What follows belongs to an exercise in optimizing a design on an open flow for small area, a short achievable clock period and few clock cycles per item; a production flow would make more cautious choices. The RTL was checked by simulation tests, not by an equivalence proof against the original design. No activity file was given, so power comes from the tool's default toggle rates.

--- design/flow/flow/run.sh ---
#!/bin/bash
# standard layout, with port buffers of a small plain buffer cell
export BUFFER_PORTS_ARGS="-buffer_cell sky130_fd_sc_hd__buf_1"
bash standard.sh > standard.log 2>&1
--- design/flow/constraint.sdc ---
create_clock -name core_clock -period 6.2 [get_ports {CLK}]
set_input_delay 1.2400 -clock core_clock [delete_from_list [all_inputs] [get_ports {CLK}]]
set_output_delay 1.2400 -clock core_clock [all_outputs]
set_load 0.01 [all_outputs]
--- design/flow/config.mk ---
export PLATFORM = sky130hd
export DESIGN_NAME = pipelineCpu
export DESIGN_NICKNAME = pipelineCpu
export VERILOG_FILES = /design/flow/design.v
export SDC_FILE = /design/flow/constraint.sdc
export NUM_CORES = 4
export LEC_CHECK = 0
export ABC_CLOCK_PERIOD_IN_PS = 2500
export CAP_MARGIN = 20
export CORE_MARGIN = 2
export CORE_UTILIZATION = 40
export CTS_BUF_LIST = sky130_fd_sc_hd__clkbuf_4
export CTS_CLUSTER_SIZE = 40
export SETUP_SLACK_MARGIN = 2.5
export SLEW_MARGIN = 20
--- design/flow/standard.sh ---
#!/bin/bash
# synth_recipe.tcl (not shown) runs the flow's synth.tcl, then flattens the netlist and writes it again
# the make line also repeats each setting of config.mk as NAME=value (left out here)
make -C /OpenROAD-flow-scripts/flow DESIGN_CONFIG=/design/flow/config.mk WORK_HOME=/design/flow/orfs CLKGATE_MAP_FILE= SYNTH_SCRIPT=/design/flow/synth_recipe.tcl "${@:-finish}"
--- design/flow/design.v ---
package cpuPkg;
	localparam int dataWidth = 16;
	localparam int regCount = 8;
	localparam int regIdxWidth = $clog2(regCount);
	typedef logic [dataWidth-1:0] wordT;
	typedef logic [regIdxWidth-1:0] regIdxT;
	localparam logic [4:0] opNop   = 5'd0;
	localparam logic [4:0] opAddu  = 5'd1;
	localparam logic [4:0] opSubu  = 5'd2;
	localparam logic [4:0] opAnd   = 5'd3;
	localparam logic [4:0] opOr    = 5'd4;
	localparam logic [4:0] opSlt   = 5'd5;
	localparam logic [4:0] opAddiu = 5'd6;
	localparam logic [4:0] opLi    = 5'd7;
	localparam logic [4:0] opLw    = 5'd8;
	localparam logic [4:0] opSw    = 5'd9;
	localparam logic [4:0] opBeqz  = 5'd10;
	localparam logic [4:0] opBnez  = 5'd11;
	localparam logic [4:0] opB     = 5'd12;
	localparam logic [4:0] opJr    = 5'd13;
endpackage
package pipePkg;
	typedef struct packed {
		logic sum;
		logic andOp;
		logic orOp;
		logic slt;
		logic passB;
	} resSelT;
	typedef struct packed {
		logic   sub;         
		resSelT resSel;
		logic   srcImm;
		logic   regWrite;
		logic   memRead;
		logic   memWrite;
		logic   branch;      
		logic   branchNonZero;
		logic   pred;        
		logic   jumpReg;     
		logic   fwdA;        
		logic   fwdB;
		logic   loadB;       
	} exCtrlT;
endpackage
module pipeReg #(
	parameter int width = 1
) (
	input  logic             CLK,
	input  logic             RST,
	input  logic [width-1:0] d,
	output logic [width-1:0] q
);
	always_ff @(posedge CLK or negedge RST)
	begin
		if (!RST)
			q <= '0;
		else
			q <= d;
	end
endmodule
module instrDecoder (
	input  cpuPkg::wordT   instr,
	output logic           useRx,
	output logic           useRy,      
	output logic           isLoad,
	output logic           isStore,
	output logic           isLi,
	output logic           regWrite,
	output logic           isB,
	output logic           isCond,
	output logic           isJr,
	output logic           sub,
	output pipePkg::resSelT resSel,
	output logic           srcImm,
	output cpuPkg::regIdxT dest,
	output logic [8:0]     imm         
);
	logic [4:0] op;
	logic       isReg;
	logic       isAddiu;
	assign op = instr[15:11];
	assign isReg = op >= cpuPkg::opAddu && op <= cpuPkg::opSlt;
	assign isAddiu = op == cpuPkg::opAddiu;
	assign isLi = op == cpuPkg::opLi;
	assign isLoad = op == cpuPkg::opLw;
	assign isStore = op == cpuPkg::opSw;
	assign isB = op == cpuPkg::opB;
	assign isCond = op == cpuPkg::opBeqz || op == cpuPkg::opBnez;
	assign isJr = op == cpuPkg::opJr;
	assign useRx = isReg || isAddiu || isLoad || isStore || isCond || isJr;
	assign useRy = isReg;
	assign regWrite = isReg || isAddiu || isLi || isLoad;
	assign srcImm = isAddiu || isLi || isLoad || isStore;
	assign sub = op == cpuPkg::opSubu || op == cpuPkg::opSlt;
	assign resSel.sum = op == cpuPkg::opAddu || op == cpuPkg::opSubu || isAddiu || isLoad ||
		isStore;
	assign resSel.andOp = op == cpuPkg::opAnd;
	assign resSel.orOp = op == cpuPkg::opOr;
	assign resSel.slt = op == cpuPkg::opSlt;
	assign resSel.passB = isLi;
	assign dest = isReg ? instr[4:2] : (isLoad ? instr[7:5] : instr[10:8]);
	always_comb
	begin
		if (isLoad || isStore)
			imm = {instr[4], {3{instr[4]}}, instr[4:0]};
		else
			imm = {instr[7] && !isLi, instr[7:0]};
	end
endmodule
module regFile (
	input  logic           CLK,
	input  logic           RST,
	input  logic [7:0]     selA,       
	input  logic [7:0]     selB,
	output cpuPkg::wordT   valA,
	output cpuPkg::wordT   valB,
	input  logic           we,
	input  cpuPkg::regIdxT wAddr,
	input  cpuPkg::wordT   wData
);
	cpuPkg::wordT regs [cpuPkg::regCount];
	always_ff @(posedge CLK)
	begin
		for (int i = 0; i < cpuPkg::regCount; i++)
			if (!RST || (we && wAddr == cpuPkg::regIdxT'(i)))
				regs[i] <= RST ? wData : '0;
	end
	always_comb
	begin
		valA = '0;
		valB = '0;
		for (int i = 0; i < cpuPkg::regCount; i++)
		begin
			valA |= regs[i] & {cpuPkg::dataWidth{selA[i]}};
			valB |= regs[i] & {cpuPkg::dataWidth{selB[i]}};
		end
	end
endmodule
module hazardUnit (
	input  cpuPkg::regIdxT rx,
	input  cpuPkg::regIdxT ry,
	input  logic           useRx,
	input  logic           useRy,
	input  logic           exValid,
	input  logic           exRegWrite,
	input  logic           exLoad,
	input  cpuPkg::regIdxT exDest,
	output logic           fwdA,
	output logic           fwdB,
	output logic           loadB,
	output logic           stall
);
	logic hitA;
	logic hitB;
	assign hitA = exValid && exRegWrite && exDest == rx;
	assign hitB = exValid && exRegWrite && exDest == ry;
	assign fwdA = hitA && !exLoad;
	assign fwdB = hitB && !exLoad;
	assign loadB = hitB && exLoad;
	assign stall = exLoad && ((useRx && hitA) || (useRy && hitB));
endmodule
module executeStage (
	input  pipePkg::exCtrlT ctrl,
	input  logic [8:0]      imm,
	input  cpuPkg::wordT    opA,
	input  cpuPkg::wordT    opB,
	output cpuPkg::wordT    aluResult,
	output logic            condTaken
);
	cpuPkg::wordT aluB;
	cpuPkg::wordT addB;
	cpuPkg::wordT sum;
	logic         less;
	assign aluB = ctrl.srcImm ? {{7{imm[8]}}, imm} : opB;
	assign addB = aluB ^ {16{ctrl.sub}};
	logic [15:0] gen [5];
	logic [15:0] prop [5];
	always_comb
	begin
		gen[0] = opA & addB;
		prop[0] = opA ^ addB;
		gen[0][0] = (opA[0] & addB[0]) | (prop[0][0] & ctrl.sub);
		for (int l = 0; l < 4; l++)
			for (int i = 0; i < 16; i++)
				if (i >= (1 << l))
				begin
					gen[l+1][i] = gen[l][i] | (prop[l][i] & gen[l][i - (1 << l)]);
					prop[l+1][i] = prop[l][i] & prop[l][i - (1 << l)];
				end
				else
				begin
					gen[l+1][i] = gen[l][i];
					prop[l+1][i] = prop[l][i];
				end
		sum = prop[0] ^ {gen[4][14:0], ctrl.sub};
	end
	assign less = (opA[15] ^ aluB[15]) ? opA[15] : sum[15];
	assign aluResult = ({16{ctrl.resSel.sum}} & sum) |
		({16{ctrl.resSel.andOp}} & (opA & aluB)) |
		({16{ctrl.resSel.orOp}} & (opA | aluB)) |
		({16{ctrl.resSel.slt}} & {15'd0, less}) |
		({16{ctrl.resSel.passB}} & aluB);
	assign condTaken = (opA == '0) ^ ctrl.branchNonZero;
endmodule
module pipelineCpu (
	input  logic           CLK,
	input  logic           RST,
	output cpuPkg::wordT   imemAddr,
	input  cpuPkg::wordT   imemData,
	output cpuPkg::wordT   dmemAddr,
	output cpuPkg::wordT   dmemWData,
	output logic           dmemRead,
	output logic           dmemWrite,
	input  cpuPkg::wordT   dmemRData,
	output logic           wbValid,
	output cpuPkg::regIdxT wbReg,
	output cpuPkg::wordT   wbData
);
	cpuPkg::wordT    pc;
	cpuPkg::wordT    nextPc;
	cpuPkg::wordT    seqPc;
	cpuPkg::wordT    brTarget;
	cpuPkg::regIdxT  fRx;
	cpuPkg::regIdxT  fRy;
	logic            fUseRx;
	logic            fUseRy;
	logic            fLoad;
	logic            fStore;
	logic            fLi;
	logic            fRegWrite;
	logic            fB;
	logic            fCond;
	logic            fJr;
	logic            fSub;
	pipePkg::resSelT fResSel;
	logic            fSrcImm;
	cpuPkg::regIdxT  fDest;
	logic [8:0]      fImm;
	logic            fFwdA;
	logic            fFwdB;
	logic            fLoadB;
	logic            fStall;
	logic            fJrFused;
	logic            fBranch;
	logic            fPred;
	pipePkg::exCtrlT fCtrl;
	logic            exValid;
	pipePkg::exCtrlT ex;
	logic [7:0]      exSelA;
	logic [7:0]      exSelB;
	cpuPkg::regIdxT  exDest;
	logic [8:0]      exImm;
	cpuPkg::wordT    exAlt;
	cpuPkg::wordT    valA;
	cpuPkg::wordT    valB;
	cpuPkg::wordT    opA;
	cpuPkg::wordT    opB;
	cpuPkg::wordT    aluResult;
	logic            condTaken;
	logic            redirect;
	cpuPkg::wordT    redirectPc;
	logic [2:0]      memFlags;
	logic            memRegWrite;
	logic            memRead;
	logic            memWrite;
	cpuPkg::regIdxT  memDest;
	cpuPkg::wordT    memAlu;
	cpuPkg::wordT    memStore;
	cpuPkg::wordT    memResult;
	cpuPkg::regIdxT  wbDest;
	cpuPkg::wordT    wbResult;
	assign imemAddr = pc;
	assign fRx = imemData[10:8];
	assign fRy = imemData[7:5];
	instrDecoder decoder (.instr(imemData), .useRx(fUseRx), .useRy(fUseRy), .isLoad(fLoad),
		.isStore(fStore), .isLi(fLi), .regWrite(fRegWrite), .isB(fB), .isCond(fCond),
		.isJr(fJr), .sub(fSub), .resSel(fResSel), .srcImm(fSrcImm), .dest(fDest),
		.imm(fImm));
	hazardUnit hazard (.rx(fRx), .ry(fRy), .useRx(fUseRx), .useRy(fUseRy),
		.exValid(exValid), .exRegWrite(ex.regWrite), .exLoad(ex.memRead), .exDest(exDest),
		.fwdA(fFwdA), .fwdB(fFwdB), .loadB(fLoadB), .stall(fStall));
	assign fJrFused = fJr && exValid && ex.resSel.passB && exDest == fRx;
	assign fBranch = fCond && imemData[7:0] != 8'd0;
	assign fPred = fB || (fCond && imemData[7]) || fJrFused;
	assign seqPc = pc + 16'd1;
	assign brTarget = seqPc + (fB ? {{5{imemData[10]}}, imemData[10:0]} :
		{{8{imemData[7]}}, imemData[7:0]});
	always_comb
	begin
		if (redirect)
			nextPc = redirectPc;
		else if (fStall)
			nextPc = pc;
		else if (fJrFused)
			nextPc = {8'd0, exImm[7:0]};
		else if (fPred)
			nextPc = brTarget;
		else
			nextPc = seqPc;
	end
	always_ff @(posedge CLK or negedge RST)
	begin
		if (!RST)
			pc <= '0;
		else
			pc <= nextPc;
	end
	always_comb
	begin
		fCtrl.sub = fSub;
		fCtrl.resSel = fResSel;
		fCtrl.srcImm = fSrcImm;
		fCtrl.regWrite = fRegWrite;
		fCtrl.memRead = fLoad;
		fCtrl.memWrite = fStore;
		fCtrl.branch = fBranch;
		fCtrl.branchNonZero = imemData[11];
		fCtrl.pred = fPred;
		fCtrl.jumpReg = fJr && !fJrFused;
		fCtrl.fwdA = fFwdA;
		fCtrl.fwdB = fFwdB;
		fCtrl.loadB = fLoadB;
	end
	pipeReg #(.width(1)) exValidReg (.CLK(CLK), .RST(RST), .d(!redirect && !fStall),
		.q(exValid));
	always_ff @(posedge CLK)
	begin
		ex <= fCtrl;
		exSelA <= fFwdA ? 8'd0 : 8'd1 << fRx;
		exSelB <= fFwdB ? 8'd0 : 8'd1 << fRy;
		exDest <= fDest;
		exImm <= fImm;
		exAlt <= fPred ? seqPc : brTarget;
	end
	regFile regs (.CLK(CLK), .RST(RST), .selA(exSelA), .selB(exSelB), .valA(valA),
		.valB(valB), .we(memRegWrite), .wAddr(memDest), .wData(memResult));
	assign opA = valA | (memAlu & {16{ex.fwdA}});
	assign opB = valB | (memAlu & {16{ex.fwdB}});
	executeStage execute (.ctrl(ex), .imm(exImm), .opA(opA), .opB(opB),
		.aluResult(aluResult), .condTaken(condTaken));
	assign redirect = exValid && (ex.jumpReg || (ex.branch && condTaken != ex.pred));
	assign redirectPc = ex.jumpReg ? opA : exAlt;
	pipeReg #(.width(3)) memFlagReg (.CLK(CLK), .RST(RST),
		.d({exValid && ex.regWrite, exValid && ex.memRead, exValid && ex.memWrite}),
		.q(memFlags));
	assign {memRegWrite, memRead, memWrite} = memFlags;
	always_ff @(posedge CLK)
	begin
		memDest <= exDest;
		memAlu <= aluResult;
		memStore <= ex.loadB ? dmemRData : opB;
	end
	assign dmemAddr = memAlu;
	assign dmemWData = memStore;
	assign dmemRead = memRead;
	assign dmemWrite = memWrite;
	assign memResult = memRead ? dmemRData : memAlu;
	pipeReg #(.width(1)) wbFlagReg (.CLK(CLK), .RST(RST), .d(memRegWrite), .q(wbValid));
	always_ff @(posedge CLK)
	begin
		wbDest <= memDest;
		wbResult <= memResult;
	end
	assign wbReg = wbDest;
	assign wbData = wbResult;
endmodule
==> metrics.yaml, run 1 <==
status: "no timing/DRC/antenna violations"
synth-seq-cells: 264
maxSlewHeadroom_pct: 23.3
end_kind: "flop"
antenna_found_initial: 1
fp.dieArea_um2: 33300
synthDistinctLibCells: 73
cap_viol_max_count: 0
ios: 104
place_congestion: 0.875
cts_tree: "yes"
fin_crit_sh_pct: 57.8
route.detailed.drc: 0
hold_violations: 0
post_synth.cell_area_avg_um2: 10.8
drive_gt1_share_pct: 19.2
tightest_slew_ns: 1.15
r2r_cells: 12
critical_path_required_ns: 6.76
clock_latency_ns: 0.71
skew_ns: 0.0404
r2r-end: "memAlu[0]$_DFF_P_"
cts_made_buffers: 72
start_kind: "flop"
async_reset_ff_share_pct: 7.95
finalMaxSlewViolations: 0
place_ws_ns: 1.92
cts_max_path_buffers: 3
crit_chain: "a22o_1 > a221oi_1 > nand3_1 > o21ai_0 > xnor2_1 > ha_1 > a21oi_1 > o21bai_1 > a21oi_1 > o311ai_0 > o31ai_2 > nand2_1"
core_um2: 31500
clock_sinks: 264
synth-main-ff-cell: "edfxtp_1"
drt-initial-drc-count: 1291
grt_usage_pct: 24.7
hold_end: "wbDest[1]$_DFF_P_"
power_uw: 5690
rsz0062_at_grt: "true"
wl_per_cell_um: 23.4
die_h_um: 183
start_util_pct: 40.5
yosys_warnings: 9
drtPass1Iterations: 9
postSynthCellCount: 1183
p_leak_uw: 0.00566
report.final.setup_viol: 0
io_buffers: 103
crit_fanout: 7
r2r_slack_ns: 2.61
setup_tns_ns: 0
overflow: 0
root_buffer: "clkbuf_4"
detail-route-antenna-nets: 0
powerDensity_nw_per_um2: 383
fillCellCount: 2916
worstSetupPathType: "reg -> reg"
min_path_cells: 0
fp-row-count: 65
worst_slack_ns: 2.61
slowest_stage: "o21ai_0"
avgViaCountPerCell: 6.00
seq_area_frac_synth_pct: 52.3
synthesis.area_um2: 12800
place.detailed.hpwl_um: 27500
area_growth_syn_to_layout_pct: 16.4
hold_class: "reg -> reg"
path_clk_slew_ns: 0.06
die-width_um: 183
cp.arrival_ns: 4.15
critPathMaxStageDelay_ns: 0.46
num_vias: 10700
grt_first_pass_wirelength_um: 62000
irDropWorstVdd_uv: 157
fmax_mhz: 279
routed_wl_um: 41700
r2r-start: "regs.regs[0][12]$_DFFE_PP_"
synth-edff-count: 128
fin_crit_ns: 3.59
first_global_vias: 10300
grt_max_degree: 34
h-tree-depth: 3
crit_top_cell: "a21oi_1"
nets: 1392
syn_nets: 1251
hold_start: "memDest[1]$_DFF_P_"
worst max path at each step:
stage                                     from                  to  slack (ns)
floorplan                         imemData[12]  pc[15]$_DFFE_PN0P_        2.50
global placement                  imemData[13]  pc[15]$_DFFE_PN0P_        2.03
detailed placement                imemData[13]  pc[15]$_DFFE_PN0P_        1.92
CTS                       exSelB[3]$_SDFF_PP0_  memAlu[12]$_DFF_P_        2.38
global route         regs.regs[3][1]$_DFFE_PP_  memAlu[12]$_DFF_P_        2.38
finish              regs.regs[0][12]$_DFFE_PP_   memAlu[0]$_DFF_P_        2.61
stage by stage:
| step | area, µm² | hold WS [ns] | utilization [%] | cells |
|---|---|---|---|---|
| 2_1_floorplan | 12800 | 0.343 | - | 1183 |
| 3_5_place_dp | 13500 | 0.364 | 42.9 | 1636 |
| 5_1_grt | 14900 | 0.384 | 47.2 | 1785 |
| 6_report | 14900 | 0.372 | 47.2 | 1785 |
| 4_1_cts | 14600 | 0.375 | 46.3 | 1768 |
| 3_3_place_gp | 13500 | 0.366 | 42.9 | 1636 |
cells in the final DEF (no fill, tap or decap), drive strengths merged, types with 13 or more instances in the layout:
master and n:
buf 135, edfxtp 128, clkbuf 116, dfxtp 115, nand2 102, nor2 71
a21oi 63, a22oi 55, o21ai 50, nand3 46, xnor2 40, mux2 37
inv 36, a222oi 34, a221oi 33, ha 32, mux2i 25, nor3 23
and2 21, dfrtp 21, a22o 17, clkinv 17, xor2 16, o211ai 13
routing by layer:
metal	global-route usage, %	vias up	share of wire, %
met4	10.0	0	2.9
met5	0	-	0
met2	38.4	618	44
met1	34.1	5158	43
li1	-	4846	-
met3	4.33	91	9.2
synthesized netlist by cell type, drive strengths merged, types with 4 or more instances:
master   number  area share (%)
o31ai        11            0.65
nor2         71             2.1
nand2b       10            0.49
dfxtp       115              18
edfxtp      128              30
mux2         37             3.3
a22o         17             1.2
o221ai       10            0.69
nand4        11            0.54
o21ai        50             2.0
clkbuf       56             1.6
ha           32             3.1
a22oi        55             3.2
o21a          9            0.53
nor4          5            0.29
a21oi        63             2.5
nand3        46             1.8
and3          6            0.29
a21o          9            0.53
dfrtp        21             4.1
or3           6            0.29
a31oi         4            0.20
nand2       102             3.0
or2           5            0.25
a221oi       33             2.6
a222oi       34             2.7
inv          35             1.0
a211oi        5            0.29
xor2         16             1.1
buf          16            0.98
nor3         23            0.90
o2111ai       4            0.27
mux2i        25             2.0
and2         21             1.0
xnor2        40             2.7
o21bai        4            0.24
nand3b        4            0.24
o211ai       13            0.80
power by group:
group | switching (µW) | internal, µW
logic | 997 | 714
registers | 241 | 2100
clock network | 762 | 869
total | 2000 | 3680
registers in the layout, summed over array words and instances, names as in the netlist, 8 cells and up:
register and count:
wbResult 16, exSelA 8, ex 17, exImm 9, regs.regs 128, memAlu 16, memStore 16, exSelB 8
pc 16, exAlt 16
kinds of logic (layout without fill, tap and decap cells):
group | Yosys count | after routing | synth area share (%)
AND/OR/NAND/NOR | 319 | 319 | 11.9
other | 0 | 1 | 0
flip-flops | 264 | 264 | 52.3
buffers and inverters | 107 | 306 | 3.66
multiplexers | 62 | 62 | 5.23
XOR/XNOR | 56 | 56 | 3.84
AO/OA/AOI/OAI | 341 | 341 | 19.7
adder cells (fa/ha/maj) | 34 | 34 | 3.45
final cells by class:
class	count	area, µm²	share of cell area [%]
multi-input cells	812	5870	39.5
clock inverters	20	121	0.817
diodes	1	2.50	0.0169
repair buffers	139	662	4.46
clock buffers	112	841	5.66
well taps	402	503	3.39
inverters	35	131	0.885
flip-flops and latches	264	6720	45.3
worst max-delay path: cells and delay by family, from the launching register on:
family,cells,cell delay (ns)
flops,1,0.45
fa+ha+maj,1,0.41
simple gates,2,0.30
xor+xnor,1,0.12
compound gates,8,2.19
what timing repair did:
action | 4_1_cts | 5_1_grt
buffers inserted | 0 | 16
pin swaps | 0 | 13
endpoints found under the setup margin | 23 | 23
hold buffers | 0 | 0
cloned | 0 | 0
resized for setup | 31 | 38
Testbench counts, summed over its fixed seeds: cycles 10,648, instrs 10,210.
==> inputs of run 2 (changes only) <==
==> design/flow/flow/run.sh (replaced) <==
#!/bin/bash
# standard layout, with port buffers of a small plain buffer cell
export BUFFER_PORTS_ARGS="-buffer_cell sky130_fd_sc_hd__buf_1"
export CTS_ARGS="-sink_clustering_enable -repair_clock_nets -buf_list sky130_fd_sc_hd__clkbuf_8 -sink_clustering_size 30 -dont_use_dummy_load"
bash standard.sh > standard.log 2>&1
--- a/design/flow/config.mk
+++ b/design/flow/config.mk
@@ -9,7 +9,7 @@
 export CAP_MARGIN = 20
 export CORE_MARGIN = 2
 export CORE_UTILIZATION = 40
-export CTS_BUF_LIST = sky130_fd_sc_hd__clkbuf_4
-export CTS_CLUSTER_SIZE = 40
+export CTS_BUF_LIST = sky130_fd_sc_hd__clkbuf_8
+export CTS_CLUSTER_SIZE = 30
 export SETUP_SLACK_MARGIN = 2.5
 export SLEW_MARGIN = 20
==> metrics.yaml, run 2 <==
avgViaCountPerCell: 6.18
min_path_cells: 0
powerDensity_nw_per_um2: 367
place_ws_ns: 1.92
hold_class: "reg -> reg"
fp.dieArea_um2: 33300
detail-route-antenna-nets: 0
synth_top_area_share_pct: 30.1
synth.area.top_cells: "edfxtp_1, dfxtp_1, dfrtp_1"
post_synth.cell_area_avg_um2: 10.8
synthesis.area_um2: 12800
h-tree-depth: 2
overflow: 0
cts_made_buffers: 45
grt_first_pass_wirelength_um: 61200
die_h_um: 183
cts_tree: "yes"
routed_wl_um: 41400
rsz0062_at_grt: "false"
fp-row-count: 65
start_kind: "flop"
cap_viol_max_count: 0
hold_end: "wbDest[1]$_DFF_P_"
path_clk_slew_ns: 0.06
synth.largest_area_cell: "edfxtp_1"
synth_most_common_cell: "edfxtp_1"
r2r-end: "pc[4]$_DFFE_PN0P_"
async_reset_ff_share_pct: 7.95
fmax_mhz: 281
report.final.setup_viol: 0
die-width_um: 183
antenna_found_initial: 0
final_common_cell: "edfxtp_1"
synthDistinctLibCells: 73
io_buffers: 103
syn_nets: 1251
hold_violations: 0
tightest_slew_ns: 1.09
worst_slack_ns: 2.64
r2r_slack_ns: 2.64
design_area_um2: 14500
antenna_cells: 0
r2r_cells: 10
largest_reg_flops: 128
placed_area_um2: 13500
drtPass1Iterations: 7
maxSlewHeadroom_pct: 27.7
first_global_vias: 9965
r2r-start: "exSelA[0]$_SDFF_PP0_"
yosys_warnings: 9
hold_buffers: 0
place_congestion: 0.875
critical_path_required_ns: 6.64
status: "no timing/DRC/antenna violations"
synth_common_cells: "edfxtp_1, dfxtp_1, nand2_1"
placed_cells: 1636
postSynthCellCount: 1183
synth-edff-count: 128
final-seq-area_um2: 6720
cp.arrival_ns: 4.00
synth-main-ff-cell: "edfxtp_1"
setup_tns_ns: 0
drive_gt1_share_pct: 15.5
grt_max_degree: 34
fin_crit_sh_pct: 57.4
finalMaxSlewViolations: 0
core_um2: 31500
root_buffer: "clkbuf_8"
irDropWorstVdd_uv: 176
drt-initial-drc-count: 1348
clock_latency_ns: 0.58
top_register: "regs.regs"
skew_ns: 0.0670
nets: 1366
grt_usage_pct: 24.3
ios: 104
num_vias: 10500
place.detailed.hpwl_um: 27500
crit_path_start: "exSelA[0]$_SDFF_PP0_"
hold_start: "memDest[1]$_DFF_P_"
p_leak_uw: 0.00543
clock_sinks: 264
seq_area_frac_synth_pct: 52.3
crit_fanout: 16
synth-seq-cells: 264
fillCellCount: 2896
start_util_pct: 40.5
worstSetupPathType: "reg -> reg"
multi_input_area_um2: 5900
route.detailed.drc: 0
fin_crit_ns: 3.56
fin_cells: 1698
wl_per_cell_um: 24.4
cts_max_path_buffers: 3
end_kind: "flop"
whs_ns: 0.348
area_growth_syn_to_layout_pct: 14.0
top_regs: "regs.regs (128), ex (17)"
layout_common_cells: "edfxtp_1, nand2_1, buf_1"
## run 2: cell counts after synthesis
No cell type changed its count.
## run 2: layer usage
metal	vias to the layer above	routed length [µm]	share of wire (%)	track usage, %
met5	-	0	0	0
met4	0	1250	3.0	8.77
met3	90	3780	9.1	4.13
met2	583	18600	45	37.9
met1	5086	17800	43	34.2
li1	4730	-	-	-
## run 2: repair_timing
item                       CTS  global route
setup endpoints to repair   25            23
resized for setup           37            40
setup buffers                4            13
pin swaps                    3            14
## run 2: layout make-up
class / count / area share [%]
sequential: 264 / 46.2
multi-input combinational: 812 / 40.6
timing repair buffer: 140 / 4.60
clock buffer: 45 / 4.26
tap: 402 / 3.46
inverter: 35 / 0.903
## run 2: cell families (layout without fill, tap and decap cells)
group	count (synthesis)	count (layout)	synth area share [%]
AOI/OAI and AO/OA	341	341	19.7
buffers and inverters	107	220	3.66
DFF	264	264	52.3
xor gates and xnor gates	56	56	3.84
muxes	62	62	5.23
and+or+nand+nor	319	319	11.9
adders and majority gates	34	34	3.45
## run 2: where the power goes
group	switching, µW	total (µW)	internal, µW
sequential	243	2350	2110
clock	624	1260	637
combinational	1010	1720	718
total	1870	5330	3460
## run 2: how the worst max path moves through the flow
stage                                     to  depth (start not counted)
final                      pc[4]$_DFFE_PN0P_                         10
after global routing      pc[15]$_DFFE_PN0P_                         16
after CTS                 memAlu[12]$_DFF_P_                         16
after detailed placement  pc[15]$_DFFE_PN0P_                         10
after global placement    pc[15]$_DFFE_PN0P_                         10
after floorplan           pc[15]$_DFFE_PN0P_                         10
## run 2: per-stage QoR
| step | power [µW] | utilization, % |
|---|---|---|
| 2_1_floorplan | 3470 | - |
| 3_3_place_gp | 3940 | 42.9 |
| 3_5_place_dp | 3960 | 42.9 |
| 4_1_cts | 5260 | 45.4 |
| 5_1_grt | 5640 | 46.2 |
| 6_report | 5330 | 46.2 |
## run 2: worst max-delay path, cell delays in order, from the launching register on
cell	delay (ns)
dfxtp_2	0.50
a222oi_1	0.38
nand3_1	0.18
a221oi_4	0.49
nand4_1	0.22
nor4_2	0.52
xnor2_1	0.21
a21oi_2	0.12
nor2_4	0.29
buf_4	0.30
mux2i_1	0.22
==> inputs of run 3 (changes only) <==
--- a/design/flow/config.mk
+++ b/design/flow/config.mk
@@ -11,5 +11,5 @@
 export CORE_UTILIZATION = 40
 export CTS_BUF_LIST = sky130_fd_sc_hd__clkbuf_8
 export CTS_CLUSTER_SIZE = 30
-export SETUP_SLACK_MARGIN = 2.5
+export SETUP_SLACK_MARGIN = 2.75
 export SLEW_MARGIN = 20
==> metrics.yaml, run 3 <==
skew_ns: 0.0834
clock_sinks: 264
design_area_um2: 15400
largest_reg_flops: 128
placed_cells: 1639
end_kind: "flop"
postSynthCellCount: 1183
final_common_cell: "edfxtp_1"
synth_common_cells: "edfxtp_1, dfxtp_1, nand2_1"
start_util_pct: 40.5
synth_most_common_cell: "edfxtp_1"
hold_violations: 0
detail-route-antenna-nets: 0
r2r_cells: 17
cp_num_buf_inv: 2
wl_per_cell_um: 24.4
synthesis.area_um2: 12800
cp.arrival_ns: 3.98
critPathMaxStageDelay_ns: 0.42
first_global_vias: 10300
final-seq-area_um2: 6730
grt_usage_pct: 24.9
whs_ns: 0.313
post_synth.cell_area_avg_um2: 10.8
p_int_uw: 3640
cap_viol_max_count: 0
drt-initial-drc-count: 1296
yosys_warnings: 9
h-tree-depth: 2
cts_tree: "yes"
area_growth_syn_to_layout_pct: 21.0
rsz0062_at_grt: "true"
grt_util_met2_pct: 37.5
p_sw_uw: 2020
drtPass1Iterations: 7
grt.busiest_layer: "met2"
fmax_mhz: 282
antenna_found_initial: 1
fillCellCount: 2815
crit_cells: 17
pwr-share-clk_pct: 22.0
routed_wl_um: 42800
use_met1_pct: 34.7
core_um2: 31500
synth.area.top_cells: "edfxtp_1, dfxtp_1, dfrtp_1"
hold_buffers: 0
switching_share_pct: 35.7
fp.dieArea_um2: 33300
top_register: "regs.regs"
drive_gt1_share_pct: 23.2
clock_latency_ns: 0.58
crit_chain: "buf_6 > a22o_1 > a221oi_2 > nand3_1 > mux2i_2 > xnor2_2 > inv_2 > fa_2 > nor2b_2 > o21ai_2 > a21boi_2 > o21ai_2 > a21oi_2 > o21a_1 > o31ai_4 > a2111o_1 > o211ai_1"
maxSlewHeadroom_pct: 25.5
setup_tns_ns: 0
ios: 104
status: "no timing/DRC/antenna violations"
finalMaxSlewViolations: 0
num_vias: 10900
synth-seq-cells: 264
synth-main-ff-cell: "edfxtp_1"
p_leak_uw: 0.00584
async_reset_ff_share_pct: 7.95
min_path_cells: 0
multi_input_area_um2: 6280
die-width_um: 183
hold_class: "reg -> reg"
nets: 1425
syn_nets: 1251
crit_fanout: 16
combinationalPowerShare_pct: 36.6
final_util_pct: 49.1
synth-edff-count: 128
cts_made_buffers: 44
io_buffers: 103
avgViaCountPerCell: 6.19
irDropWorstVdd_uv: 177
critical_path_required_ns: 6.64
crit_top_cell: "o21ai_2"
placed_area_um2: 13600
synth.largest_area_cell: "edfxtp_1"
overflow: 0
crit_family: "compound AO/OA/AOI/OAI gates"
path_clk_slew_ns: 0.06
powerDensity_nw_per_um2: 367
top_regs: "regs.regs (128), ex (17)"
worstSetupPathType: "reg -> reg"
slowest_stage: "a2111o_1"
met3_usage_pct: 4.95
layout_common_cells: "edfxtp_1, nand2_1, dfxtp_1"
fin_cells: 1758
root_buffer: "clkbuf_8"
grt_max_degree: 34
report.final.setup_viol: 0
seq_area_frac_synth_pct: 52.3
tightest_slew_ns: 1.12
fin_crit_ns: 3.55
fin_crit_sh_pct: 57.2
cts_max_path_buffers: 3
synthDistinctLibCells: 73
synth_top_area_share_pct: 30.1
fp-row-count: 65
pwr-share-seq_pct: 41.4
die_h_um: 183
route.detailed.drc: 0
place.detailed.hpwl_um: 27200
start_kind: "flop"
grt_first_pass_wirelength_um: 62700
place_congestion: 0.909
-- run 3: cell counts after synthesis --
No cell type changed its count.
-- run 3: area by class of cell --
cell class / count / share of cell area [%]
flip-flops and latches: 264 / 43.6
multi-input cells: 812 / 40.7
inverters: 35 / 0.851
diodes: 1 / 0.0162
well taps: 402 / 3.26
repair buffers: 200 / 7.72
clock buffers: 44 / 3.92
-- run 3: cells by family after synthesis --
family / share of synthesized area [%]
flip-flops: 52.3
XOR/XNOR: 3.84
AO/OA/AOI/OAI: 19.7
multiplexers: 5.23
AND/OR/NAND/NOR: 11.9
buffers and inverters: 3.66
adder cells (fa/ha/maj): 3.45
-- run 3: layer usage --
layer	wire (µm)	part of all wire, %
met5	0	0
met4	1970	4.6
met3	4040	9.4
met2	19000	44
met1	17900	42
-- run 3: path summary, 6_finish.rpt --
path                                            from            endpoint  slack, ns
worst max-delay path            exSelB[3]$_SDFF_PP0_  memAlu[12]$_DFF_P_       2.65
worst max register to register  exSelB[3]$_SDFF_PP0_  memAlu[12]$_DFF_P_       2.65
worst min register to register     exDest[0]$_DFF_P_  memDest[0]$_DFF_P_       0.31
worst min-delay path               exDest[0]$_DFF_P_  memDest[0]$_DFF_P_       0.31
min in group asynchronous                        RST  pc[15]$_DFFE_PN0P_       0.81
max in group asynchronous                        RST   pc[3]$_DFFE_PN0P_       4.60
-- run 3: stage by stage --
| stage | worst slack, ns | total power (µW) |
|---|---|---|
| after floorplan | 2.52 | 3490 |
| after global placement | 2.06 | 3980 |
| after detailed placement | 2.00 | 4010 |
| after CTS | 2.67 | 5340 |
| after global routing | 2.48 | 5960 |
| final | 2.65 | 5660 |
-- run 3: power by group through the flow --
stage,clock (µW),combinational (µW),sequential [µW]
floorplan,0,1180,2310
global placement,0,1620,2360
detailed placement,0,1650,2360
CTS,1260,1760,2320
global route,1330,2260,2370
finish,1250,2070,2340
-- run 3: timing repair --
action                                  in CTS  in global routing
buffers inserted                            24                 50
gates resized for setup                     67                 87
gates cloned                                 0                  0
endpoints found under the setup margin      34                 27
pin swaps                                   17                 62
-- run 3: worst reg2reg max path: stages, from the launching register on --
cell and delay, ns:
dfxtp_1 0.31, buf_6 0.17, a22o_1 0.24, a221oi_2 0.17, nand3_1 0.22, mux2i_2 0.30
xnor2_2 0.17, inv_2 0.06, fa_2 0.38, nor2b_2 0.14, o21ai_2 0.08, a21boi_2 0.14
o21ai_2 0.08, a21oi_2 0.18, o21a_1 0.23, o31ai_4 0.09, a2111o_1 0.42, o211ai_1 0.09
==> inputs of run 4 (changes only) <==
==> design/flow/config.mk (replaced) <==
export PLATFORM = sky130hd
export DESIGN_NAME = pipelineCpu
export DESIGN_NICKNAME = pipelineCpu
export VERILOG_FILES = /design/flow/design.v
export SDC_FILE = /design/flow/constraint.sdc
export NUM_CORES = 4
export LEC_CHECK = 0
export ABC_AREA = 1
export CAP_MARGIN = 20
export CORE_MARGIN = 2
export CORE_UTILIZATION = 40
export CTS_BUF_LIST = sky130_fd_sc_hd__clkbuf_8
export CTS_CLUSTER_SIZE = 30
export SETUP_SLACK_MARGIN = 3.0
export SLEW_MARGIN = 20
==> metrics.yaml, run 4 <==
r2r_cells: 20
crit_fanout: 4
place.detailed.hpwl_um: 32700
grt_usage_pct: 25.1
wl_per_cell_um: 20.2
postSynthCellCount: 1699
r2r-start: "exSelB[1]$_SDFF_PP0_"
cts_max_path_buffers: 3
overflow: 0
finalMaxSlewViolations: 0
hold_buffers: 0
detail-route-antenna-nets: 0
avgViaCountPerCell: 5.45
cap_viol_max_count: 0
start_util_pct: 40.3
status: "no timing/DRC/antenna violations"
grt_first_pass_wirelength_um: 68300
critical_path_required_ns: 6.64
area_growth_syn_to_layout_pct: 15.8
rsz0062_at_grt: "true"
report.final.setup_viol: 0
r2r_slack_ns: 2.98
start_kind: "flop"
synthesis.area_um2: 13800
die_h_um: 190
route.detailed.drc: 0
crit_path_start: "exSelB[1]$_SDFF_PP0_"
die-width_um: 190
synth_most_common_cell: "nand2_1"
yosys_warnings: 9
worstSetupPathType: "reg -> reg"
tightest_slew_ns: 0.847
nets: 1909
root_buffer: "clkbuf_8"
cp.arrival_ns: 3.66
path_clk_slew_ns: 0.06
largest_reg_flops: 128
final_common_cell: "nand2_1"
fin_crit_sh_pct: 51.9
powerDensity_nw_per_um2: 356
hold_violations: 0
top_regs: "regs.regs (128), ex (17)"
synth.largest_area_cell: "edfxtp_1"
synth-seq-cells: 264
hold_class: "reg -> reg"
maxSlewHeadroom_pct: 43.6
ios: 104
cts_made_buffers: 47
syn_nets: 1767
multi_input_area_um2: 6570
routed_wl_um: 46400
place_congestion: 0.883
fillCellCount: 3329
cts_tree: "yes"
post_synth.cell_area_avg_um2: 8.13
async_reset_ff_share_pct: 7.95
setup_tns_ns: 0
power_uw: 5700
antenna_cells: 0
r2r-end: "memAlu[14]$_DFF_P_"
final-seq-area_um2: 6710
fmax_mhz: 311
top_register: "regs.regs"
seq_area_frac_synth_pct: 48.3
num_vias: 12500
synthDistinctLibCells: 57
clock_latency_ns: 0.58
h-tree-depth: 2
place_ws_ns: 2.16
fp.dieArea_um2: 36000
worst_slack_ns: 2.98
final_util_pct: 46.6
synth.area.top_cells: "edfxtp_1, dfxtp_1, nand2_1"
synth-main-ff-cell: "edfxtp_1"
skew_ns: 0.0326
endpoint: "memAlu[14]$_DFF_P_"
clock_sinks: 264
first_global_vias: 11600
synth_common_cells: "nand2_1, inv_1, edfxtp_1, o21ai_0, dfxtp_1"
antenna_found_initial: 0
synth_top_area_share_pct: 27.8
drt-initial-drc-count: 1381
fp-row-count: 68
end_kind: "flop"
whs_ns: 0.386
grt_max_degree: 35
layout_common_cells: "nand2_1, inv_1, edfxtp_1"
p_leak_uw: 0.00692
io_buffers: 103
drive_gt1_share_pct: 17.0
fin_crit_ns: 3.22
core_um2: 34300
drtPass1Iterations: 5
irDropWorstVdd_uv: 154
synth-edff-count: 128
==> run 4: changes by cell type after synthesis, moves of 23 or more <==
cell      before  now
xnor2_1       40    9
nand2_1      102  515
mux2_2        36    0
a222oi_1      34    0
clkbuf_1      56   33
a22oi_1       55    0
nor2_1        70  102
o21ai_0       48  128
inv_1         34  156
mux2i_1       25    0
nand3_1       46   98
a21oi_1       62   93
a221oi_1      27    3
==> run 4: timing repair <==
action | CTS | global route
setup endpoints to repair | 30 | 32
hold endpoints to repair | 0 | 0
buffers inserted | 11 | 29
gates cloned | 1 | 0
pin swaps | 10 | 59
resized for setup | 40 | 133
==> run 4: layout make-up <==
cell class                 instances  share of cell area, %
sequential                       264                   42.0
multi-input combinational       1199                   41.1
timing repair buffer             155                   5.09
inverter                         173                   4.22
clock buffer                      47                   4.04
tap                              455                   3.56
timing repair inverter             1                 0.0469
==> run 4: worst min-delay path by stage <==
stage	start	end	cells after the start
after floorplan	memDest[2]$_DFF_P_	wbDest[2]$_DFF_P_	0
after global placement	memDest[2]$_DFF_P_	wbDest[2]$_DFF_P_	0
after detailed placement	memDest[2]$_DFF_P_	wbDest[2]$_DFF_P_	0
after CTS	memDest[1]$_DFF_P_	wbDest[1]$_DFF_P_	0
after global routing	exDest[0]$_DFF_P_	memDest[0]$_DFF_P_	0
final	memDest[1]$_DFF_P_	wbDest[1]$_DFF_P_	0
==> run 4: per-layer routing <==
metal	wire length, µm	global-route usage [%]
met1	20800	36.7
met2	19800	37.4
met3	4310	4.37
met4	1490	8.71
met5	0	0
==> run 4: cell families after synthesis <==
| logic type | count (synthesis) | share of synthesized area (%) |
|---|---|---|
| AND/OR/NAND/NOR | 826 | 26.3 |
| XOR/XNOR | 41 | 2.60 |
| buffers and inverters | 236 | 7.61 |
| flip-flops | 264 | 48.3 |
| adder cells (fa/ha/maj) | 34 | 3.19 |
| AO/OA/AOI/OAI | 298 | 11.9 |
==> run 4: worst max-delay path, cell delays in order (launching register included) <==
cell	delay, ns
dfxtp_4	0.38
clkinvlp_4	0.16
buf_12	0.13
o22ai_1	0.07
a21oi_1	0.11
nand3_1	0.11
a21oi_2	0.11
nand4_1	0.23
o21ai_2	0.25
xor2_1	0.10
ha_1	0.38
nand2_2	0.12
o21ai_4	0.16
nand3_1	0.08
nand4_1	0.12
nand2_1	0.08
nand2_1	0.09
a21oi_2	0.07
or2_4	0.25
nand3_2	0.05
nand2_1	0.05
==> run 4: metrics by stage <==
stage,cell area [µm²],cells
6_report,16000,2294
5_1_grt,16000,2294
4_1_cts,15300,2265
3_5_place_dp,14500,2206
3_3_place_gp,14500,2206
2_1_floorplan,13800,1699
==> run 4: report_power, final <==
part	switching (µW)	total [µW]	internal, µW
clock	647	1310	665
combinational	1330	2050	716
sequential	228	2340	2110
==> inputs of run 5 (changes only) <==
--- a/design/flow/config.mk
+++ b/design/flow/config.mk
@@ -11,5 +11,5 @@
 export CORE_UTILIZATION = 40
 export CTS_BUF_LIST = sky130_fd_sc_hd__clkbuf_8
 export CTS_CLUSTER_SIZE = 30
-export SETUP_SLACK_MARGIN = 3.0
+export SETUP_SLACK_MARGIN = 2.8
 export SLEW_MARGIN = 20
==> metrics.yaml, run 5 <==
cp.arrival_ns: 3.69
cts_made_buffers: 46
final_common_cell: "nand2_1"
place_congestion: 0.901
worstSetupPathType: "reg -> reg"
start_util_pct: 40.3
syn_nets: 1767
grt_usage_pct: 25.3
irDropWorstVdd_uv: 139
ios: 104
io_buffers: 103
root_buffer: "clkbuf_8"
r2r-start: "exSelB[0]$_SDFF_PP0_"
synth.area.mux_share_pct: 0
synth-seq-cells: 264
fmax_mhz: 305
start_kind: "flop"
postSynthCellCount: 1699
synth_top_area_share_pct: 27.8
fin_crit_sh_pct: 52.8
hold_violations: 0
route.detailed.drc: 0
powerDensity_nw_per_um2: 355
clock_latency_ns: 0.59
r2r_slack_ns: 2.93
die-width_um: 190
async_reset_ff_share_pct: 7.95
antenna_found_initial: 0
end_kind: "flop"
crit_fanout: 4
hold_buffers: 0
synth_common_cells: "nand2_1, inv_1, edfxtp_1, o21ai_0, dfxtp_1"
routed_wl_um: 45900
synth-simple-area-share_pct: 26.3
fp-row-count: 68
drt-initial-drc-count: 1285
placed_area_um2: 14400
tightest_slew_ns: 0.876
layout_common_cells: "nand2_1, inv_1, edfxtp_1"
avgViaCountPerCell: 5.45
drive_gt1_share_pct: 14.2
fillCellCount: 3419
clock_sinks: 264
synth-xor-area-share_pct: 2.60
r2r-end: "memAlu[0]$_DFF_P_"
post_synth.cell_area_avg_um2: 8.13
multi_input_area_um2: 6400
setup_tns_ns: 0
design_area_um2: 15700
grt_max_degree: 35
synth_compound_area_share_pct: 11.9
endpoint: "memAlu[0]$_DFF_P_"
wl_per_cell_um: 20.2
nets: 1892
status: "no timing/DRC/antenna violations"
detail-route-antenna-nets: 0
synthDistinctLibCells: 57
synth.area.top_cells: "edfxtp_1, dfxtp_1, nand2_1"
final_util_pct: 45.7
synthesis.area_um2: 13800
maxSlewHeadroom_pct: 41.5
top_register: "regs.regs"
place.detailed.hpwl_um: 32900
fin_crit_ns: 3.27
grt_first_pass_wirelength_um: 68900
overflow: 0
synth_most_common_cell: "nand2_1"
crit_path_start: "exSelB[0]$_SDFF_PP0_"
synth_top_family_by_area: "simple AND/OR/NAND/NOR gates"
seq_area_frac_synth_pct: 48.3
core_um2: 34300
synth.largest_area_cell: "edfxtp_1"
synth-edff-count: 128
yosys_warnings: 9
critical_path_required_ns: 6.61
largest_reg_flops: 128
top_regs: "regs.regs (128), ex (17)"
area_growth_syn_to_layout_pct: 13.5
rsz0062_at_grt: "false"
num_vias: 12400
cap_viol_max_count: 0
h-tree-depth: 2
synth-main-ff-cell: "edfxtp_1"
p_leak_uw: 0.00681
path_clk_slew_ns: 0.06
cts_tree: "yes"
synthAdderAreaFrac_pct: 3.19
r2r_cells: 24
report.final.setup_viol: 0
final-seq-area_um2: 6720
first_global_vias: 11800
cts_max_path_buffers: 3
whs_ns: 0.372
skew_ns: 0.0862
drtPass1Iterations: 5
die_h_um: 190
fp.dieArea_um2: 36000
hold_class: "reg -> reg"
finalMaxSlewViolations: 0
## run 5: cell families (layout without fill, tap and decap cells)
kind of cell,after synthesis,after routing
XOR/XNOR,41,41
buffers and inverters,236,359
flip-flops,264,264
AO/OA/AOI/OAI,298,298
other,0,1
adder cells (fa/ha/maj),34,34
AND/OR/NAND/NOR,826,826
## run 5: critical path: stages, from the launching register on
cell        delay [ns]
dfxtp_4           0.37
clkinvlp_4        0.12
buf_4             0.12
buf_4             0.12
o22ai_1           0.08
a21oi_1           0.11
nand3_1           0.10
a21oi_2           0.13
nand4_1           0.22
o21ai_2           0.23
xor2_1            0.09
ha_1              0.36
nand2_1           0.11
o21ai_2           0.15
inv_1             0.07
nand2_2           0.08
nand2_1           0.07
nand2_2           0.09
nand2_1           0.07
nand2_1           0.06
nand2_1           0.05
nand2_2           0.13
nand2_1           0.07
nand2_1           0.05
nand2_1           0.04
## run 5: worst min path at each step
| stage | start | end | slack [ns] | cells past startpoint |
|---|---|---|---|---|
| floorplan | memDest[2]$_DFF_P_ | wbDest[2]$_DFF_P_ | 0.35 | 0 |
| global placement | memDest[2]$_DFF_P_ | wbDest[2]$_DFF_P_ | 0.38 | 0 |
| detailed placement | memDest[2]$_DFF_P_ | wbDest[2]$_DFF_P_ | 0.38 | 0 |
| CTS | exDest[2]$_DFF_P_ | memDest[2]$_DFF_P_ | 0.38 | 0 |
| global route | memDest[2]$_DFF_P_ | wbDest[2]$_DFF_P_ | 0.40 | 0 |
| finish | exDest[2]$_DFF_P_ | memDest[2]$_DFF_P_ | 0.37 | 0 |
## run 5: what timing repair did
item	in CTS	in global routing
pin swaps	1	34
endpoints found under the setup margin	24	26
buffers inserted	7	20
resized for setup	24	102
endpoints found under the hold margin	0	0
## run 5: cell type report
cell class	count	share of cell area, %
diodes	1	0.0160
clock buffers	46	4.04
inverters	173	4.26
multi-input cells	1199	40.8
flip-flops and latches	264	42.9
well taps	455	3.63
repair buffers	140	4.34
## run 5: stage by stage
step | power, µW | worst slack [ns] | std cells
floorplan | 3460 | 2.87 | 1699
global placement | 4070 | 2.10 | 2204
detailed placement | 4080 | 2.05 | 2204
CTS | 5380 | 2.66 | 2257
global route | 5880 | 2.76 | 2277
finish | 5560 | 2.93 | 2278
## run 5: where the power goes
group	switching, µW	internal (µW)
clock	646	651
combinational	1270	652
sequential	233	2110
## run 5: per-layer routing
layer / track usage (%) / share of wire, % / vias up
met5: 0 / 0 / -
met4: 8.41 / 2.7 / 0
met3: 4.00 / 8.5 / 90
met2: 38.4 / 44 / 598
met1: 36.9 / 45 / 5881
li1: - / - / 5857
==> inputs of run 6 (changes only) <==
--- a/design/flow/config.mk
+++ b/design/flow/config.mk
@@ -6,10 +6,10 @@
 export NUM_CORES = 4
 export LEC_CHECK = 0
 export ABC_AREA = 1
-export CAP_MARGIN = 20
+export CAP_MARGIN = 5
 export CORE_MARGIN = 2
 export CORE_UTILIZATION = 40
 export CTS_BUF_LIST = sky130_fd_sc_hd__clkbuf_8
 export CTS_CLUSTER_SIZE = 30
-export SETUP_SLACK_MARGIN = 2.8
-export SLEW_MARGIN = 20
+export SETUP_SLACK_MARGIN = 3.0
+export SLEW_MARGIN = 5
==> metrics.yaml, run 6 <==
largest_reg_flops: 128
first_global_vias: 11600
cap_viol_max_count: 0
overflow: 0
antenna_cells: 0
top_regs: "regs.regs (128), ex (17)"
synth-edff-count: 128
detail-route-antenna-nets: 0
synth.area.top_cells: "edfxtp_1, dfxtp_1, nand2_1"
pwr-share-seq_pct: 41.0
grt_first_pass_wirelength_um: 68300
nets: 1909
place_congestion: 0.883
die_h_um: 190
drt-initial-drc-count: 1381
antenna_found_initial: 0
syn_nets: 1767
start_kind: "flop"
r2r-start: "exSelB[1]$_SDFF_PP0_"
synth_most_common_cell: "nand2_1"
synth-main-ff-cell: "edfxtp_1"
p_leak_uw: 0.00692
synth.largest_area_cell: "edfxtp_1"
synth_compound_area_share_pct: 11.9
final_util_pct: 46.6
grt_max_degree: 35
hold_class: "reg -> reg"
top_register: "regs.regs"
synthesis.area_um2: 13800
wl_per_cell_um: 20.2
h-tree-depth: 2
r2r_cells: 20
start_util_pct: 40.3
hold_buffers: 0
irDropWorstVdd_uv: 154
io_buffers: 103
avgViaCountPerCell: 5.45
synth-seq-cells: 264
fmax_mhz: 311
area_growth_syn_to_layout_pct: 15.8
end_kind: "flop"
num_vias: 12500
cts_made_buffers: 47
route.detailed.drc: 0
finalMaxSlewViolations: 0
postSynthCellCount: 1699
yosys_warnings: 9
critical_path_required_ns: 6.64
skew_ns: 0.0326
synth.area.mux_share_pct: 0
final-seq-area_um2: 6710
placed_area_um2: 14500
place.detailed.hpwl_um: 32700
hold_violations: 0
report.final.setup_viol: 0
clock_sinks: 264
cts_tree: "yes"
cts_max_path_buffers: 3
endpoint: "memAlu[14]$_DFF_P_"
synth_common_cells: "nand2_1, inv_1, edfxtp_1, o21ai_0, dfxtp_1"
powerDensity_nw_per_um2: 356
design_area_um2: 16000
fin_crit_sh_pct: 51.9
synth_top_area_share_pct: 27.8
post_synth.cell_area_avg_um2: 8.13
crit_fanout: 4
placed_cells: 2206
grt_usage_pct: 25.1
clock_latency_ns: 0.58
fp.dieArea_um2: 36000
layout_common_cells: "nand2_1, inv_1, edfxtp_1"
min_path_cells: 0
maxSlewHeadroom_pct: 43.6
die-width_um: 190
synth-xor-area-share_pct: 2.60
fin_cells: 2294
ios: 104
setup_tns_ns: 0
r2r-end: "memAlu[14]$_DFF_P_"
final_common_cell: "nand2_1"
power_uw: 5700
switching_share_pct: 38.8
fin_crit_ns: 3.22
core_um2: 34300
synth-simple-area-share_pct: 26.3
synthDistinctLibCells: 57
seq_area_frac_synth_pct: 48.3
pwr-share-clk_pct: 23.0
tightest_slew_ns: 0.847
p_int_uw: 3490
drive_gt1_share_pct: 17.0
synth_top_family_by_area: "simple AND/OR/NAND/NOR gates"
worstSetupPathType: "reg -> reg"
async_reset_ff_share_pct: 7.95
multi_input_area_um2: 6570
cp.arrival_ns: 3.66
fillCellCount: 3329
combinationalPowerShare_pct: 36.0
r2r_slack_ns: 2.98
crit_path_start: "exSelB[1]$_SDFF_PP0_"
p_sw_uw: 2210
drtPass1Iterations: 5
synthAdderAreaFrac_pct: 3.19
root_buffer: "clkbuf_8"
fp-row-count: 68
routed_wl_um: 46400
status: "no timing/DRC/antenna violations"
rsz0062_at_grt: "true"
path_clk_slew_ns: 0.06
run 6: changes by cell type in the layout (fill, tap and decap cells not counted), sizes merged:
cell,change
buf,+11
clkinvlp,+1
clkbuf,+5
diode,-1
run 6: power groups by stage:
stage | Combinational [µW] | Clock (µW) | Sequential (µW)
finish | 2050 | 1310 | 2340
global route | 2250 | 1400 | 2360
CTS | 1770 | 1340 | 2330
detailed placement | 1740 | 0 | 2350
global placement | 1730 | 0 | 2350
floorplan | 1170 | 0 | 2310
run 6: metal layers:
metal,global-route usage (%),routed length [µm]
met1,36.7,20800
met2,37.4,19800
met3,4.37,4310
met4,8.71,1490
met5,0,0
run 6: logic make-up (layout without fill, tap and decap cells):
kind of cell | after synthesis | in the layout
AOI/OAI and AO/OA | 298 | 298
buffers and inverters | 236 | 376
and+or+nand+nor | 826 | 826
xor gates and xnor gates | 41 | 41
DFF | 264 | 264
adders and majority gates | 34 | 34
run 6: worst max-delay path, stage by stage (launching register included):
cell and delay, ns:
dfxtp_4 0.38, clkinvlp_4 0.16, buf_12 0.13, o22ai_1 0.07
a21oi_1 0.11, nand3_1 0.11, a21oi_2 0.11, nand4_1 0.23
o21ai_2 0.25, xor2_1 0.10, ha_1 0.38, nand2_2 0.12
o21ai_4 0.16, nand3_1 0.08, nand4_1 0.12, nand2_1 0.08
nand2_1 0.09, a21oi_2 0.07, or2_4 0.25, nand3_2 0.05
nand2_1 0.05
run 6: final cells by class:
| cell class | count | share of cell area, % |
|---|---|---|
| Inverter | 173 | 4.22 |
| Timing Repair Buffer | 155 | 5.09 |
| Timing Repair inverter | 1 | 0.0469 |
| Multi-Input combinational cell | 1199 | 41.1 |
| Clock buffer | 47 | 4.04 |
| Sequential cell | 264 | 42.0 |
| Tap cell | 455 | 3.56 |
run 6: worst min path at each step:
| stage | from | end |
|---|---|---|
| final | memDest[1]$_DFF_P_ | wbDest[1]$_DFF_P_ |
| after global routing | exDest[0]$_DFF_P_ | memDest[0]$_DFF_P_ |
| after CTS | memDest[1]$_DFF_P_ | wbDest[1]$_DFF_P_ |
| after detailed placement | memDest[2]$_DFF_P_ | wbDest[2]$_DFF_P_ |
| after global placement | memDest[2]$_DFF_P_ | wbDest[2]$_DFF_P_ |
| after floorplan | memDest[2]$_DFF_P_ | wbDest[2]$_DFF_P_ |
run 6: timing repair:
item                       4_1_cts  5_1_grt
pin swaps                       10       59
setup buffers                   11       29
gates resized for setup         40      133
cloned                           1        0
setup endpoints to repair       30       32
run 6: through the flow:
step | worst slack [ns] | hold slack [ns]
floorplan | 3.02 | 0.351
global route | 2.82 | 0.399
finish | 2.98 | 0.386
CTS | 2.84 | 0.387
global placement | 2.16 | 0.376
detailed placement | 2.16 | 0.365
==> inputs of run 7 (changes only) <==
==> design/flow/flow/run.sh (replaced) <==
#!/bin/bash
# standard layout, with port buffers of a small plain buffer cell
export BUFFER_PORTS_ARGS="-buffer_cell sky130_fd_sc_hd__buf_1"
export CTS_ARGS="-sink_clustering_enable -repair_clock_nets -buf_list sky130_fd_sc_hd__clkbuf_8 -sink_clustering_size 16 -sink_clustering_max_diameter 100 -dont_use_dummy_load"
bash standard.sh > standard.log 2>&1
==> design/flow/config.mk (replaced) <==
export PLATFORM = sky130hd
export DESIGN_NAME = pipelineCpu
export DESIGN_NICKNAME = pipelineCpu
export VERILOG_FILES = /design/flow/design.v
export SDC_FILE = /design/flow/constraint.sdc
export NUM_CORES = 4
export LEC_CHECK = 0
export ABC_CLOCK_PERIOD_IN_PS = 2500
export CAP_MARGIN = 20
export CORE_MARGIN = 2
export CORE_UTILIZATION = 40
export CTS_BUF_LIST = sky130_fd_sc_hd__clkbuf_8
export CTS_CLUSTER_SIZE = 30
export SETUP_SLACK_MARGIN = 2.5
export SLEW_MARGIN = 20
==> metrics.yaml, run 7 <==
clock_sinks: 264
root_buffer: "clkbuf_8"
synth-seq-cells: 264
clock_latency_ns: 0.56
fmax_mhz: 280
power_uw: 4890
avgViaCountPerCell: 6.13
h-tree-depth: 1
overflow: 0
drtPass1Iterations: 6
place_congestion: 0.875
setup_tns_ns: 0
start_util_pct: 40.5
synth-main-ff-cell: "edfxtp_1"
syn_nets: 1251
place.detailed.hpwl_um: 27500
cp_num_buf_inv: 0
cp.arrival_ns: 4.00
synth-xor-area-share_pct: 3.84
routed_wl_um: 40700
pwr-share-seq_pct: 47.8
top_regs: "regs.regs (128), ex (17)"
synth-simple-area-share_pct: 11.9
irDropWorstVdd_uv: 152
detail-route-antenna-nets: 0
nets: 1341
io_buffers: 103
crit_family: "compound AO/OA/AOI/OAI gates"
critical_path_required_ns: 6.64
cts_tree: "yes"
fp-row-count: 65
top_register: "regs.regs"
p_sw_uw: 1780
crit_fanout: 7
num_vias: 10300
hold_buffers: 0
die_h_um: 183
min_path_cells: 0
slowest_stage: "edfxtp_1"
combinationalPowerShare_pct: 35.1
switching_share_pct: 36.5
critPathMaxStageDelay_ns: 0.46
report.final.setup_viol: 0
drt-initial-drc-count: 1256
synthesis.area_um2: 12800
synth.area.top_cells: "edfxtp_1, dfxtp_1, dfrtp_1"
powerDensity_nw_per_um2: 345
layout_common_cells: "edfxtp_1, nand2_1, buf_1"
synth_common_cells: "edfxtp_1, dfxtp_1, nand2_1"
cts_made_buffers: 20
wl_per_cell_um: 24.3
synth.largest_area_cell: "edfxtp_1"
synthDistinctLibCells: 73
status: "no timing/DRC/antenna violations"
tightest_slew_ns: 1.12
pwr-share-clk_pct: 17.1
route.detailed.drc: 0
synthAdderAreaFrac_pct: 3.45
core_um2: 31500
post_synth.cell_area_avg_um2: 10.8
finalMaxSlewViolations: 0
cap_viol_max_count: 0
r2r_cells: 12
hold_class: "reg -> reg"
first_global_vias: 9739
synth_top_area_share_pct: 30.1
start_kind: "flop"
synth_compound_area_share_pct: 19.7
skew_ns: 0.0318
fin_crit_sh_pct: 57.5
p_int_uw: 3110
final_common_cell: "edfxtp_1"
crit_chain: "a22o_1 > a221oi_1 > nand3_1 > o21ai_0 > xnor2_1 > ha_1 > a21oi_1 > o21bai_1 > a21oi_1 > o311ai_0 > o31ai_2 > nand2_1"
worstSetupPathType: "reg -> reg"
largest_reg_flops: 128
fin_crit_ns: 3.57
synth_most_common_cell: "edfxtp_1"
area_growth_syn_to_layout_pct: 11.0
postSynthCellCount: 1183
crit_top_cell: "a21oi_1"
antenna_found_initial: 0
grt_max_degree: 34
crit_cells: 12
die-width_um: 183
path_clk_slew_ns: 0.10
ios: 104
cts_max_path_buffers: 3
p_leak_uw: 0.00523
grt_usage_pct: 23.9
end_kind: "flop"
yosys_warnings: 9
maxSlewHeadroom_pct: 25.2
synth.area.mux_share_pct: 5.23
fp.dieArea_um2: 33300
grt_first_pass_wirelength_um: 60400
synth-edff-count: 128
seq_area_frac_synth_pct: 52.3
hold_violations: 0
drive_gt1_share_pct: 13.1
synth_top_family_by_area: "compound AO/OA/AOI/OAI gates"
rsz0062_at_grt: "true"
async_reset_ff_share_pct: 7.95
-- run 7: cell types whose count changed after synthesis, sizes merged, moves of 31 or more --
cell / change
a222oi: +34
a21oi: -40
o21ai: -99
nand2: -431
nor2: -40
a22oi: +55
inv: -134
xnor2: +31
mux2: +37
nand3: -72
-- run 7: kinds of logic after synthesis --
family,Yosys count
DFF,264
AOI/OAI and AO/OA,341
muxes,62
adders and majority gates,34
xor gates and xnor gates,56
buffers and inverters,107
and+or+nand+nor,319
-- run 7: power by group through the flow --
stage	sequential, µW	clock, µW	combinational (µW)
final	2340	836	1720
after floorplan	2310	0	1160
after global placement	2370	0	1570
after global routing	2360	908	1900
after detailed placement	2370	0	1600
after CTS	2330	849	1630
-- run 7: final timing paths --
path / from / end / slack (ns)
max in group asynchronous: RST / pc[0]$_DFFE_PN0P_ / 4.62
max reg2reg: regs.regs[0][12]$_DFFE_PP_ / memAlu[0]$_DFF_P_ / 2.63
min in group asynchronous: RST / pc[11]$_DFFE_PN0P_ / 0.79
max: regs.regs[0][12]$_DFFE_PP_ / memAlu[0]$_DFF_P_ / 2.63
min reg2reg: memDest[1]$_DFF_P_ / wbDest[1]$_DFF_P_ / 0.38
min: memDest[1]$_DFF_P_ / wbDest[1]$_DFF_P_ / 0.38
-- run 7: repair_timing --
action                                  CTS  global route
setup buffers                             1            16
endpoints found under the setup margin   23            23
pin swaps                                 1            14
resized for setup                        36            31
-- run 7: layer usage --
| metal | vias to the layer above | global-route usage (%) | share of wire (%) |
|---|---|---|---|
| li1 | 4677 | - | - |
| met1 | 4957 | 34.4 | 44 |
| met2 | 547 | 37.8 | 45 |
| met3 | 84 | 2.75 | 8.2 |
| met4 | 0 | 7.52 | 3.0 |
| met5 | - | 0 | 0 |
-- run 7: cell type report --
class	instances	area (µm²)
clock buffer	20	275
sequential	264	6710
inverter	35	131
antenna	1	2.50
tap	402	503
fill	2924	17300
timing repair buffer	140	669
multi-input combinational	812	5870
-- run 7: stage by stage --
step / hold slack, ns / setup slack, ns / utilization (%) / cell area [µm²] / cells
CTS: 0.384 / 2.38 / 44.2 / 13900 / 1657
detailed placement: 0.364 / 1.92 / 42.9 / 13500 / 1636
finish: 0.380 / 2.63 / 45.0 / 14200 / 1674
global route: 0.395 / 2.44 / 45.0 / 14200 / 1673
floorplan: 0.343 / 2.50 / - / 12800 / 1183
global placement: 0.366 / 2.03 / 42.9 / 13500 / 1636
==> inputs of run 8 (changes only) <==
==> design/flow/config.mk (replaced) <==
export PLATFORM = sky130hd
export DESIGN_NAME = pipelineCpu
export DESIGN_NICKNAME = pipelineCpu
export VERILOG_FILES = /design/flow/design.v
export SDC_FILE = /design/flow/constraint.sdc
export NUM_CORES = 4
export LEC_CHECK = 0
export ABC_AREA = 1
export CAP_MARGIN = 20
export CORE_MARGIN = 2
export CORE_UTILIZATION = 40
export CTS_BUF_LIST = sky130_fd_sc_hd__clkbuf_8
export CTS_CLUSTER_SIZE = 30
export SETUP_SLACK_MARGIN = 3.0
export SLEW_MARGIN = 20
==> metrics.yaml, run 8 <==
status: "no timing/DRC/antenna violations"
synth-edff-count: 128
cts_tree: "yes"
irDropWorstVdd_uv: 161
path_clk_slew_ns: 0.11
h-tree-depth: 1
top_regs: "regs.regs (128), ex (17)"
wl_per_cell_um: 20.3
hold_violations: 0
grt_usage_pct: 24.9
critical_path_required_ns: 6.65
post_synth.cell_area_avg_um2: 8.13
synth_most_common_cell: "nand2_1"
root_buffer: "clkbuf_8"
die-width_um: 190
fp.dieArea_um2: 36000
maxSlewHeadroom_pct: 43.1
p_leak_uw: 0.00672
setup_tns_ns: 0
route.detailed.drc: 0
synth_common_cells: "nand2_1, inv_1, edfxtp_1, o21ai_0, dfxtp_1"
first_global_vias: 11300
cp.arrival_ns: 3.67
end_kind: "flop"
start_util_pct: 40.3
antenna_found_initial: 0
synth-seq-cells: 264
layout_common_cells: "nand2_1, inv_1, edfxtp_1"
endpoint: "memAlu[14]$_DFF_P_"
clock_latency_ns: 0.56
detail-route-antenna-nets: 0
overflow: 0
start_kind: "flop"
final_util_pct: 45.4
finalMaxSlewViolations: 0
synth-main-ff-cell: "edfxtp_1"
core_um2: 34300
r2r_cells: 19
drt-initial-drc-count: 1429
slowest_stage: "dfxtp_4"
hold_class: "reg -> reg"
grt_max_degree: 35
largest_reg_flops: 128
fin_crit_sh_pct: 52.0
crit_cells: 19
grt_first_pass_wirelength_um: 67900
synthesis.area_um2: 13800
synth.largest_area_cell: "edfxtp_1"
worstSetupPathType: "reg -> reg"
num_vias: 12400
synth-xor-area-share_pct: 2.60
cts_made_buffers: 21
die_h_um: 190
place.detailed.hpwl_um: 32700
yosys_warnings: 9
synth.area.top_cells: "edfxtp_1, dfxtp_1, nand2_1"
power_uw: 5230
synth_top_area_share_pct: 27.8
syn_nets: 1767
nets: 1881
async_reset_ff_share_pct: 7.95
cts_max_path_buffers: 3
avgViaCountPerCell: 5.47
r2r-end: "memAlu[14]$_DFF_P_"
synth_compound_area_share_pct: 11.9
seq_area_frac_synth_pct: 48.3
synth.area.mux_share_pct: 0
final_common_cell: "nand2_1"
placed_area_um2: 14500
synthDistinctLibCells: 57
r2r_slack_ns: 2.98
-- run 8: changes by cell type after synthesis, sizes merged, moves of 55 or more --
cell / before / now
a22oi: 55 / 0
inv: 35 / 169
nand2: 102 / 533
nand3: 46 / 118
o21ai: 50 / 149
-- run 8: cell families (layout without fill, tap and decap cells) --
| logic type | after synthesis | in the layout |
|---|---|---|
| and+or+nand+nor | 826 | 826 |
| AOI/OAI and AO/OA | 298 | 298 |
| DFF | 264 | 264 |
| buffers and inverters | 236 | 348 |
| xor gates and xnor gates | 41 | 41 |
| adders and majority gates | 34 | 34 |
-- run 8: what timing repair did --
action / 4_1_cts / 5_1_grt
hold buffers: 0 / 0
gates cloned: 1 / 0
setup buffers: 20 / 18
setup endpoints to repair: 30 / 32
pin swaps: 19 / 56
resized for setup: 52 / 99
-- run 8: final cells by class --
| type | count | area (µm²) |
|---|---|---|
| fillers | 3344 | 18700 |
| clock buffers | 21 | 289 |
| well taps | 455 | 569 |
| repair buffers | 153 | 786 |
| repair inverters | 1 | 7.51 |
| flip-flops and latches | 264 | 6700 |
| multi-input cells | 1199 | 6530 |
| inverters | 173 | 676 |
-- run 8: routing by layer --
| layer | wire (µm) | part of all wire, % | track usage [%] |
|---|---|---|---|
| met5 | 0 | 0 | 0 |
| met4 | 1350 | 2.9 | 7.16 |
| met3 | 4510 | 9.8 | 3.80 |
| met2 | 19600 | 43 | 37.1 |
| met1 | 20500 | 45 | 37.2 |
-- run 8: worst min path at each step --
stage / end / from / depth (start not counted) / slack [ns]
final: wbDest[1]$_DFF_P_ / memDest[1]$_DFF_P_ / 0 / 0.36
after global routing: wbDest[1]$_DFF_P_ / memDest[1]$_DFF_P_ / 0 / 0.38
after CTS: wbDest[1]$_DFF_P_ / memDest[1]$_DFF_P_ / 0 / 0.36
after detailed placement: wbDest[2]$_DFF_P_ / memDest[2]$_DFF_P_ / 0 / 0.37
after global placement: wbDest[2]$_DFF_P_ / memDest[2]$_DFF_P_ / 0 / 0.38
after floorplan: wbDest[2]$_DFF_P_ / memDest[2]$_DFF_P_ / 0 / 0.35
-- run 8: metrics by stage --
step | setup slack, ns | std cells | hold WS [ns]
finish | 2.98 | 2266 | 0.364
floorplan | 3.02 | 1699 | 0.351
CTS | 3.00 | 2248 | 0.362
detailed placement | 2.16 | 2206 | 0.365
global placement | 2.16 | 2206 | 0.376
global route | 2.83 | 2266 | 0.376
-- run 8: power breakdown --
part / switching, µW / internal, µW / leakage (µW) / total [µW]
Clock: 558 / 305 / 0.000151 / 863
Combinational: 1320 / 713 / 0.00403 / 2030
Sequential: 234 / 2100 / 0.00253 / 2330
Total: 2110 / 3120 / 0.00672 / 5230

Check on run 8: ideal ports give 2.976 ns setup slack; a clkbuf_16 on the clock port and buf_2 on the inputs give 2.976 ns; moving port delays by the midpoint clock arrival (0.584 ns) as well gives 2.595 ns.
